Background: an optimization exercise with open tools, aiming at small area. Do not read the settings as production practice. Function was checked by simulation only, so behaviour that the tests miss may differ from the original.

==> inputs of ember <==
## lrelu_engine
module lrelu_engine (
  input  logic                                    clk,
  input  logic                                    rst,
  input  logic                                    clken,
  input  logic                                    s_valid,
  input  logic                                    s_last,
  input  logic [3:0]               s_user,
  input  logic [4*20-1:0]  s_data,
  input  logic                                    cfg_valid,
  input  logic [16-1:0]              cfg_data,
  output logic                                    m_valid,
  output logic                                    m_last,
  output logic [3:0]               m_user,
  output logic [4*8-1:0] m_data,
  output logic                                    count_config_full
);
export LEC_CHECK = 0
export ABC_AREA = 1
export CAP_MARGIN = 20
export CORE_MARGIN = 2
export CORE_UTILIZATION = 70
export CTS_BUF_LIST = sky130_fd_sc_hd__clkbuf_16
export CTS_CLUSTER_DIAMETER = 100
export CTS_CLUSTER_SIZE = 25
export GPL_TIMING_DRIVEN = 0
export PLACE_DENSITY = 0.85
export SLEW_MARGIN = 20
create_clock -name core_clock -period 8.0 [get_ports {clk}]
standard.sh (not shown) runs the stock make flow with config.mk's settings and CLKGATE_MAP_FILE= SYNTH_SCRIPT=/design/flow/synth_recipe.tcl, a recipe that flattens the netlist after the stock synthesis.
==> flow/flow/run.sh <==
#!/bin/bash
# Standard layout, except that synthesis maps the design's explicit cell
# modules (lrelu_fa, lrelu_ha, ...) straight onto the library cells and skips
# the extraction of further adder cells from the remaining logic, and the
# port buffers are the smallest buffer.
set -euo pipefail
WORK=$(pwd)
bash standard.sh SYNTH_CANONICALIZE_TCL="$WORK/flow/fa_map.tcl" ADDER_MAP_FILE= \
  "BUFFER_PORTS_ARGS=-buffer_cell sky130_fd_sc_hd__buf_1" finish > "$WORK/orfs_make.log" 2>&1
==> flow/flow/fa_map.tcl <==
# Map the design's explicit cell modules onto the library cells of the same
# function and port names.
foreach {m c} {lrelu_fa fa_1 lrelu_ha ha_1 lrelu_nand2 nand2_1 lrelu_a22oi a22oi_1
               lrelu_xor2 xor2_1 lrelu_xnor2 xnor2_1} {
  chtype -map $m sky130_fd_sc_hd__$c
}
hierarchy -top $::env(DESIGN_NAME)
==> willow: changes against ember <==
==> flow/flow/run.sh (replaced) <==
#!/bin/bash
# Standard layout, except that synthesis maps the design's explicit cell
# modules (lrelu_fa, lrelu_ha, ...) straight onto the library cells and skips
# the extraction of further adder cells from the remaining logic, and the
# port buffers are the smallest buffer, and gates off the critical paths are
# downsized after global routing.
set -euo pipefail
WORK=$(pwd)
bash standard.sh SYNTH_CANONICALIZE_TCL="$WORK/flow/fa_map.tcl" ADDER_MAP_FILE= \
  "BUFFER_PORTS_ARGS=-buffer_cell sky130_fd_sc_hd__buf_1" RECOVER_POWER=100 finish > "$WORK/orfs_make.log" 2>&1
==> key figures <==
Outcome
  • Status: failed layout checks
  • Failed Checks: capacitance limit, slew limit

Final layout
  • Sequential share of cell area: 0.212
  • Antenna fix cells: 8
  • Design area: 0.0512 mm2

Worst setup path
  • Crit Reg-Reg Endpoint: d_pipe[0][27]
  • CP Data Required Time: 8350 ps
  • Critical Path Stages: 33

Timing
  • Final period util: 0.937
  • Fin. max-slew vios: 222
  • Hold slack: 421 ps
  • Worst setup margin: 504 ps

Detailed routing
  • Post-DR vias/cell: 6.67
  • Pre-Repair DR Iteration Count: 7
  • Drt total wl: 134 mm

Job
  • Max Cap Violations: 12
-- figures above: willow

==> key figures <==
Outcome
  • Status: no timing/DRC/antenna violations

Detailed routing
  • Post-DR vias/cell: 6.67
  • Pre-Repair DR Iteration Count: 8
  • Drt total wl: 134 mm

Synthesis
  • Mux share of post-synthesis cell area: 0.0118
  • Count leader, synth: nand2_1

Job
  • Max Cap Violations: 0

Timing
  • Worst setup margin: 571 ps
  • Hold slack: 422 ps

Final layout
  • Antenna fix cells: 2

Worst setup path
  • Critical Path Stages: 32
  • R2R Path Start: side_1[3]
  • CP Data Required Time: 8290 ps
  • Crit Reg-Reg Endpoint: d_pipe[0][16]
-- figures above: ember


==> inputs of job 7025 <==
lrelu_engine, a different RTL version from the one above (not shown whole).
==> flow/design.v (excerpt) <==
module lrelu_engine (
  input  logic                                    clk,
  input  logic                                    rst,
  input  logic                                    clken,
  input  logic                                    s_valid,
  input  logic                                    s_last,
  input  logic [3:0]               s_user,
  input  logic [4*20-1:0]  s_data,
  input  logic                                    cfg_valid,
  input  logic [16-1:0]              cfg_data,
  output logic                                    m_valid,
  output logic                                    m_last,
  output logic [3:0]               m_user,
  output logic [4*8-1:0] m_data,
  output logic                                    count_config_full
);
==> flow/config.mk <==
export PLATFORM = sky130hd
export DESIGN_NAME = lrelu_engine
export DESIGN_NICKNAME = lrelu_engine
export VERILOG_FILES = /design/flow/design.v
export SDC_FILE = /design/flow/constraint.sdc
export NUM_CORES = 4
export LEC_CHECK = 0
export ABC_AREA = 1
export CAP_MARGIN = 20
export CORE_MARGIN = 2
export CORE_UTILIZATION = 70
export CTS_BUF_LIST = sky130_fd_sc_hd__clkbuf_16
export CTS_CLUSTER_DIAMETER = 100
export CTS_CLUSTER_SIZE = 25
export GPL_TIMING_DRIVEN = 0
export SLEW_MARGIN = 20
==> flow/constraint.sdc <==
create_clock -name core_clock -period 8.0 [get_ports {clk}]
set_input_delay 1.6000 -clock core_clock [delete_from_list [all_inputs] [get_ports {clk}]]
set_output_delay 1.6000 -clock core_clock [all_outputs]
set_load 0.01 [all_outputs]
==> flow/flow/run.sh <==
#!/bin/bash
# Standard layout, except that synthesis maps the design's explicit cell
# modules (lrelu_fa, lrelu_ha, ...) straight onto the library cells and skips
# the extraction of further adder cells from the remaining logic, and the
# port buffers are the smallest buffer.
set -euo pipefail
WORK=$(pwd)
bash standard.sh SYNTH_CANONICALIZE_TCL="$WORK/flow/fa_map.tcl" ADDER_MAP_FILE= \
  "BUFFER_PORTS_ARGS=-buffer_cell sky130_fd_sc_hd__buf_1" finish > "$WORK/orfs_make.log" 2>&1
Scripts as last shown in full above: flow/flow/fa_map.tcl
==> job 8158 (differences from job 7025) <==
--- a/flow/config.mk
+++ b/flow/config.mk
@@ -15,2 +15,3 @@
 export GPL_TIMING_DRIVEN = 0
+export PLACE_DENSITY = 0.85
 export SLEW_MARGIN = 20
==> impl_metrics.env <==
export IMPL_layout_filler_cells=4437
export IMPL_area_share_sequential_pct=21.0
export IMPL_number_of_placed_instances_with_taps_included=5852
export IMPL_nClkBuffers=23
export IMPL_drive_gt1_share_pct=8.29
export IMPL_outcome="complete, no violations"
export IMPL_clock_insertion_delay_worst_skew_ps=580
export IMPL_max_slew_worst_pin_slew_ps=1150
export IMPL_grt_met2_usage_pct=60.4
export IMPL_final_cells=5891
That was job 8158.
==> impl_metrics.env <==
export IMPL_number_of_placed_instances_with_taps_included=5855
export IMPL_nClkBuffers=21
export IMPL_layout_filler_cells=4657
export IMPL_area_share_sequential_pct=21.0
export IMPL_outcome="complete, no violations"
export IMPL_grt_met2_usage_pct=59.4
export IMPL_drive_gt1_share_pct=8.47
export IMPL_clock_insertion_delay_worst_skew_ps=570
That was job 7025.

afterwards: timing with drivers on the ports:
The flow's constraints put no driver on any port. The routed layouts listed below were extracted and timed again, unchanged, in two steps.
Step 1: set_driving_cell puts a clkbuf_16 on clk and a buf_2 on each other input, an assumption about the parent block.
Step 2 moves the port delays by t, midway between the first and last clock arrival at a register: inputs arrive t later, outputs are due t later. That takes back most of the time a late clock gives input paths.
Three values: no drivers, after step 1, after step 2; two values: the first two.
run | shift t [ns] | setup slack, ns | pins driven straight from the clock port
ember | 0.653 | 0.571 / 0.571 / 0.571 | 1
willow | 0.653 | 0.504 / 0.504 / -0.114 | 1
job 7025 | 0.621 | 0.530 / 0.580 / -0.041 | 1
job 8158 | 0.626 | 0.517 / 0.553 / -0.073 | 1
The setup slack of willow, which loses most, moves by 0.000 ns with the drivers and by -0.618 ns with both steps.
